This design comes from an exercise in tuning for small area on the open sky130 flow, not from production work. RTL that was checked went through simulation tests only; none was proved equivalent to the original. Power figures rest on the tool's default switching activity, not on a simulated workload.

==> run B: inputs <==
==> flow/design.v <==
`timescale 1ns/1ps
package tcp_pkg;
    localparam int NUM_FLOWS = 4;
    localparam int MAX_SEG   = 64;
endpackage
`timescale 1ns/1ps
`timescale 1ns/1ps
`timescale 1ns/1ps
`timescale 1ns/1ps
`timescale 1ns/1ps
`timescale 1ns/1ps
module tcp_engine (
     input                          clk
    ,input                          rst
    ,input                          rx_hdr_val
    ,input  logic [49:0]            rx_hdr       
    ,output logic                   rx_hdr_rdy
    ,input                          tail_wr_val
    ,input  logic [1:0]             tail_wr_flowid
    ,input  logic [31:0]            tail_wr_ptr
    ,output logic                   tx_pkt_val
    ,output logic [83:0]            tx_pkt       
    ,input                          tx_pkt_rdy
);
    logic [1:0]  p;              
    logic [1:0]  rr;             
    logic [3:0]  v;              
    logic [31:0] exp_r  [4];
    logic [31:0] head_r [4];
    logic [30:0] tail_r [4];    
    logic [1:0]  o_flow;
    logic [6:0]  o_len;          
    logic        adv_q;          
    wire [31:0] exp0  = exp_r[0];
    wire [31:0] head0 = head_r[0];
    wire [30:0] tail0 = tail_r[0];
    wire out_done = ~tx_pkt_val | tx_pkt_rdy;
    wire apply    = adv_q & out_done & (o_flow == p);
    wire can_load = out_done & ~adv_q & v[0];
    assign rx_hdr_rdy = can_load & (rx_hdr[49:48] == p);
    wire accept   = rx_hdr_val & rx_hdr_rdy;
    wire in_order = rx_hdr[47:16] == exp0;
    wire [16:0] exp_lo   = {1'b0, exp0[15:0]} + {1'b0, rx_hdr[15:0] & {16{accept & in_order}}};
    wire [31:0] next_exp = {exp0[31:16] + {15'b0, exp_lo[16]}, exp_lo[15:0]};
    wire [24:0] th    = tail0[30:6];
    wire [24:0] hh_n  = ~head0[30:6];
    wire [6:0]  dlo   = {1'b0, tail0[5:0]} - {1'b0, head0[5:0]};
    wire [5:0]  d     = dlo[5:0];
    wire        b     = dlo[6];
    wire [24:0] hx    = th ^ hh_n;
    wire [24:0] ho    = th | hh_n;
    wire        hi_eq = (hx[0] == ~b) & (hx[24:1] == ho[23:0]);
    wire        ge64    = ~hi_eq;
    wire        pend    = ge64 | (|d);
    wire [6:0]  seg_len = {ge64, d & {6{~ge64}}};
    wire        my_turn = rr == p;
    wire        send    = can_load & ~accept & my_turn & pend;
    wire [31:0] next_head = head0 + {25'b0, o_len & {7{apply}}};
    wire [1:0]  wpos  = tail_wr_flowid - p - 2'd1;
    wire [30:0] wdata = tail_wr_ptr[30:0] & {31{~rst}};
    always_ff @(posedge clk) begin
        for (int k = 0; k < 3; k++) begin
            exp_r[k]  <= exp_r[k+1];
            head_r[k] <= head_r[k+1];
        end
        exp_r[3]  <= next_exp  & {32{v[0]}};
        head_r[3] <= next_head & {32{v[0]}};
        for (int k = 0; k < 4; k++) begin
            if (rst | (tail_wr_val & (wpos == 2'(k))))
                tail_r[k] <= wdata;
            else
                tail_r[k] <= tail_r[(k+1)%4];
        end
    end
    always_ff @(posedge clk) begin
        if (rst) begin
            p          <= '0;
            rr         <= '0;
            v          <= '0;
            adv_q      <= 1'b0;
            tx_pkt_val <= 1'b0;
        end else begin
            p  <= p + 2'd1;
            v  <= {1'b1, v[3:1]};
            if (v[0] & my_turn & (send | ~pend))
                rr <= rr + 2'd1;
            if (send)
                adv_q <= 1'b1;
            else if (apply)
                adv_q <= 1'b0;
            if (out_done)
                tx_pkt_val <= accept | send;
        end
    end
    always_ff @(posedge clk) begin
        if (can_load) begin
            o_flow <= p;
            o_len  <= seg_len & {7{~accept}};
        end
    end
    wire [1:0] o_pos = o_flow - p;
    assign tx_pkt = {o_flow, head_r[o_pos], exp_r[o_pos], 1'b1, |o_len, 9'b0, o_len};
endmodule
==> flow/flow/run.sh <==
#!/bin/bash
# The standard layout (standard.sh) with two changes:
#  - synthesis is ORFS's synth.tcl unchanged except that ABC maps the
#    combinational logic with flow/abc.script (area-oriented, delay relaxed);
#    registers, their names and cell types are those of the standard synthesis;
#  - the port buffers are the smallest buffer cell.
set -euo pipefail
here=$(pwd)
sed 's#^\([[:space:]]*\)log_cmd abc {\*}\$abc_args#\1set abc_args [lreplace $abc_args 1 1 '"$here"'/flow/abc.script]\n\1log_cmd abc {*}$abc_args#' \
    "$FLOW_HOME/scripts/synth.tcl" > "$here/synth_area.tcl"
grep -q "flow/abc.script" "$here/synth_area.tcl"
sed 's#source \$::env(SCRIPTS_DIR)/synth.tcl#source '"$here"'/synth_area.tcl#' \
    "$here/synth_recipe.tcl" > "$here/synth_recipe_area.tcl"
grep -q "synth_area.tcl" "$here/synth_recipe_area.tcl"
bash standard.sh SYNTH_SCRIPT="$here/synth_recipe_area.tcl" \
    BUFFER_PORTS_ARGS="-buffer_cell sky130_fd_sc_hd__buf_1" finish > standard_flow.log 2>&1
==> flow/flow/abc.script <==
&get -n
&st
&dch
&nf -R 1000
&put
topo
stime -c
==> flow/standard.sh <==
#!/bin/bash
# synth_recipe.tcl (not shown) runs the flow's synth.tcl, then flattens the netlist and writes it again
# the make line also repeats each setting of config.mk as NAME=value (left out here)
make -C /OpenROAD-flow-scripts/flow DESIGN_CONFIG=/design/flow/config.mk WORK_HOME=/design/flow/orfs CLKGATE_MAP_FILE= SYNTH_SCRIPT=/design/flow/synth_recipe.tcl "${@:-finish}"
==> flow/config.mk <==
export PLATFORM = sky130hd
export DESIGN_NAME = tcp_engine
export DESIGN_NICKNAME = tcp_engine
export VERILOG_FILES = /design/flow/design.v
export SDC_FILE = /design/flow/constraint.sdc
export NUM_CORES = 4
export LEC_CHECK = 0
export CAP_MARGIN = 0
export CORE_MARGIN = 2
export CORE_UTILIZATION = 40
export CTS_BUF_LIST = sky130_fd_sc_hd__clkbuf_16
export CTS_CLUSTER_DIAMETER = 80
export CTS_CLUSTER_SIZE = 30
export SLEW_MARGIN = 0
==> flow/constraint.sdc <==
create_clock -name core_clock -period 8.5 [get_ports {clk}]
set_input_delay 1.7000 -clock core_clock [delete_from_list [all_inputs] [get_ports {clk}]]
set_output_delay 1.7000 -clock core_clock [all_outputs]
set_load 0.01 [all_outputs]
==> run Y: changes against run B <==
--- a/flow/design.v
+++ b/flow/design.v
@@ -26,3 +26,3 @@
     logic [1:0]  rr;             
-    logic [3:0]  v;              
+    logic        clean;          
     logic [31:0] exp_r  [4];
@@ -38,3 +38,3 @@
     wire apply    = adv_q & out_done & (o_flow == p);
-    wire can_load = out_done & ~adv_q & v[0];
+    wire can_load = out_done & ~adv_q & clean;
     assign rx_hdr_rdy = can_load & (rx_hdr[49:48] == p);
@@ -65,4 +65,4 @@
         end
-        exp_r[3]  <= next_exp  & {32{v[0]}};
-        head_r[3] <= next_head & {32{v[0]}};
+        exp_r[3]  <= next_exp  & {32{clean}};
+        head_r[3] <= next_head & {32{clean}};
         for (int k = 0; k < 4; k++) begin
@@ -78,3 +78,3 @@
             rr         <= '0;
-            v          <= '0;
+            clean      <= 1'b0;
             adv_q      <= 1'b0;
@@ -83,4 +83,5 @@
             p  <= p + 2'd1;
-            v  <= {1'b1, v[3:1]};
-            if (v[0] & my_turn & (send | ~pend))
+            if (p == 2'd3)
+                clean <= 1'b1;
+            if (clean & my_turn & (send | ~pend))
                 rr <= rr + 2'd1;
--- a/flow/flow/run.sh
+++ b/flow/flow/run.sh
@@ -1,7 +1,10 @@
 #!/bin/bash
-# The standard layout (standard.sh) with two changes:
+# The standard layout (standard.sh) with these changes:
 #  - synthesis is ORFS's synth.tcl unchanged except that ABC maps the
-#    combinational logic with flow/abc.script (area-oriented, delay relaxed);
-#    registers, their names and cell types are those of the standard synthesis;
-#  - the port buffers are the smallest buffer cell.
+#    combinational logic with flow/abc.script (area-oriented, delay relaxed),
+#    adders are left to Yosys's default lowering and ABC (no Kogge-Stone
+#    extra map, no full-adder extraction); registers, their names and cell
+#    types are those of the standard synthesis;
+#  - the port buffers are the smallest buffer cell;
+#  - clock tree synthesis inserts no dummy loads.
 set -euo pipefail
@@ -15,2 +18,5 @@
 bash standard.sh SYNTH_SCRIPT="$here/synth_recipe_area.tcl" \
-    BUFFER_PORTS_ARGS="-buffer_cell sky130_fd_sc_hd__buf_1" finish > standard_flow.log 2>&1
+    ADDER_MAP_FILE= SYNTH_OPERATIONS_ARGS=-noshare \
+    BUFFER_PORTS_ARGS="-buffer_cell sky130_fd_sc_hd__buf_1" \
+    CTS_ARGS="-sink_clustering_enable -repair_clock_nets -sink_clustering_size 18 -sink_clustering_max_diameter 60 -buf_list sky130_fd_sc_hd__clkbuf_8 -dont_use_dummy_load" \
+    finish > standard_flow.log 2>&1
==> flow/config.mk (replaced) <==
export PLATFORM = sky130hd
export DESIGN_NAME = tcp_engine
export DESIGN_NICKNAME = tcp_engine
export VERILOG_FILES = /design/flow/design.v
export SDC_FILE = /design/flow/constraint.sdc
export NUM_CORES = 4
export LEC_CHECK = 0
export CAP_MARGIN = 20
export CORE_MARGIN = 2
export CORE_UTILIZATION = 65
export SLEW_MARGIN = 20
==> run F: changes against run B <==
==> flow/design.v (replaced) <==
`timescale 1ns/1ps
package tcp_pkg;
    localparam int NUM_FLOWS = 4;
    localparam int MAX_SEG   = 64;
endpackage
`timescale 1ns/1ps
`timescale 1ns/1ps
`timescale 1ns/1ps
`timescale 1ns/1ps
`timescale 1ns/1ps
`timescale 1ns/1ps
module tcp_engine (
     input                          clk
    ,input                          rst
    ,input                          rx_hdr_val
    ,input  logic [49:0]            rx_hdr       
    ,output logic                   rx_hdr_rdy
    ,input                          tail_wr_val
    ,input  logic [1:0]             tail_wr_flowid
    ,input  logic [31:0]            tail_wr_ptr
    ,output logic                   tx_pkt_val
    ,output logic [83:0]            tx_pkt       
    ,input                          tx_pkt_rdy
);
    logic [1:0]  p;              
    logic [1:0]  rr;             
    logic [3:0]  v;              
    logic [31:0] exp_r  [4];
    logic [31:0] head_r [4];
    logic [31:0] tail_r [4];
    logic [1:0]  o_flow;
    logic [31:0] o_seq;
    logic [31:0] o_ack;
    logic [6:0]  o_len;
    wire [31:0] exp0  = exp_r[0]  & {32{v[0]}};
    wire [31:0] head0 = head_r[0] & {32{v[0]}};
    wire [31:0] tail0 = tail_r[0];
    wire out_free = ~tx_pkt_val | tx_pkt_rdy;
    assign rx_hdr_rdy = out_free & (rx_hdr[49:48] == p);
    wire accept   = rx_hdr_val & rx_hdr_rdy;
    wire in_order = rx_hdr[47:16] == exp0;
    wire [31:0] next_exp = exp0 + {16'b0, rx_hdr[15:0] & {16{accept & in_order}}};
    wire [31:0] avail   = tail0 - head0;
    wire        ge64    = |avail[31:6];
    wire        pend    = ge64 | (|avail[5:0]);
    wire [6:0]  seg_len = {ge64, avail[5:0] & {6{~ge64}}};
    wire        my_turn = rr == p;
    wire        send    = out_free & ~accept & my_turn & pend;
    wire [31:0] next_head = head0 + {25'b0, seg_len & {7{send}}};
    wire [1:0]  wpos  = tail_wr_flowid - p - 2'd1;
    wire [31:0] wdata = tail_wr_ptr & {32{~rst}};
    always_ff @(posedge clk) begin
        for (int k = 0; k < 3; k++) begin
            exp_r[k]  <= exp_r[k+1];
            head_r[k] <= head_r[k+1];
        end
        exp_r[3]  <= next_exp;
        head_r[3] <= next_head;
        for (int k = 0; k < 4; k++) begin
            if (rst | (tail_wr_val & (wpos == 2'(k))))
                tail_r[k] <= wdata;
            else
                tail_r[k] <= tail_r[(k+1)%4];
        end
    end
    always_ff @(posedge clk) begin
        if (rst) begin
            p          <= '0;
            rr         <= '0;
            v          <= '0;
            tx_pkt_val <= 1'b0;
        end else begin
            p  <= p + 2'd1;
            v  <= {1'b1, v[3:1]};
            if (my_turn & (send | ~pend))
                rr <= rr + 2'd1;
            if (out_free)
                tx_pkt_val <= accept | send;
        end
    end
    always_ff @(posedge clk) begin
        if (out_free) begin
            o_flow <= p;
            o_seq  <= head0;
            o_ack  <= next_exp;
            o_len  <= seg_len & {7{~accept}};
        end
    end
    assign tx_pkt = {o_flow, o_seq, o_ack, 1'b1, |o_len, 9'b0, o_len};
endmodule
==> flow/run.sh (new file) <==
#!/bin/bash
# synth_recipe.tcl (not shown) runs the flow's synth.tcl, then flattens the netlist and writes it again
# the make line also repeats each setting of config.mk as NAME=value (left out here)
make -C /OpenROAD-flow-scripts/flow DESIGN_CONFIG=/design/flow/config.mk WORK_HOME=/design/flow/orfs CLKGATE_MAP_FILE= SYNTH_SCRIPT=/design/flow/synth_recipe.tcl finish
--- a/flow/config.mk
+++ b/flow/config.mk
@@ -7,3 +7,3 @@
 export LEC_CHECK = 0
-export CAP_MARGIN = 0
+export CAP_MARGIN = 20
 export CORE_MARGIN = 2
@@ -13,2 +13,2 @@
 export CTS_CLUSTER_SIZE = 30
-export SLEW_MARGIN = 0
+export SLEW_MARGIN = 20
removed: flow/flow/run.sh
removed: flow/flow/abc.script
removed: flow/standard.sh
==> summary of the runs <==
- Power: run Y < run B < run F.
- The highest register-to-register slack belongs to run Y, the lowest to run F.
- Via count: run B is lower than run F (about 16%).
- Against run F, the flip-flop and latch count of run Y is lower by 70.
- In critical path depth, run F and run B do not differ.
- Against run Y, the die area of run F is higher by 110%.
- The lowest cell count belongs to run Y, the highest to run F.
- Between run B and run F, the lower sequential power is in run B (gap about 18%, measured against run F).
==> figures <==
| item | run B | run Y | run F |
|---|---|---|---|
| Post-placement cell area | 15230 um2 | 14500 um2 | 19730 um2 |
| R2r setup slk | 1.87 ns | 2.05 ns | 1.02 ns |
| CP startpoint | tx_pkt_rdy | tx_pkt_rdy | v[0] |
| Outcome | timing/DRC/antenna clean | timing/DRC/antenna clean | timing/DRC/antenna clean |
| Total area of multi-input combinational cells | 5709 um2 | 5369 um2 | 7028 um2 |
| Routed met3 length | 1772 um | 1760 um | 1846 um |
| Maximum number of pins on one net before global-route repair | 65 | 65 | 97 |
| Routed met1 length | 15370 um | 13070 um | 20010 um |
| Kind of critical path | in2reg | in2reg | reg2reg |
| Internal | 2496 uW | 2297 uW | 3266 uW |
| P_sw | 838.7 uW | 737.8 uW | 1248 uW |
| Hold endpoint | exp_r[1][12] | head_r[2][11] | exp_r[0][29] |
| GR Util met2 | 30.43% | 41.63% | 29.42% |
| Combinational power | 250 uW | 246 uW | 817 uW |
| Signal buffers share of area | 4.322% | 4.724% | 8.291% |
| Register Area | 8078 um2 | 8018 um2 | 10060 um2 |
| Maximum VDD drop | 141.3 uV | 135.6 uV | 142.8 uV |
Only the layout flow was run in run B; the RTL was not checked for function there.

-- what the ideal ports hide --
The flow's constraints put no driver on any port. The routed layouts listed below were extracted and timed again, unchanged, in two steps.
Step 1 sets driving cells, clkbuf_16 on the clock port and buf_2 on the other inputs (assumed; they add their load-dependent delay and slew).
Step 2, shift: input delay + t, output delay - t, t = (earliest + latest rising clock arrival at the registers) / 2. This alone moves slack from input paths to output paths.
a / b / c = ideal / step 1 / step 2; a / b = the first two.
| run | shift t [ns] | setup slack, ns | latest minus earliest clock arrival (ns) | worst register clock-pin slew, ns |
|---|---|---|---|---|
| run B | 0.570 | 1.300 / 1.323 / 0.753 | 0.044 / 0.043 | 0.11 / 0.11 |
| run Y | 0.603 | 1.721 / 1.742 / 1.139 | 0.044 / 0.044 | 0.11 / 0.11 |
| run F | 0.609 | 1.018 / 1.018 / 1.018 | 0.050 / 0.050 | 0.11 / 0.11 |
After both steps every run listed still meets setup and hold. The setup slack of run Y, which loses most, moves by +0.021 ns with the drivers and by -0.582 ns with both steps.
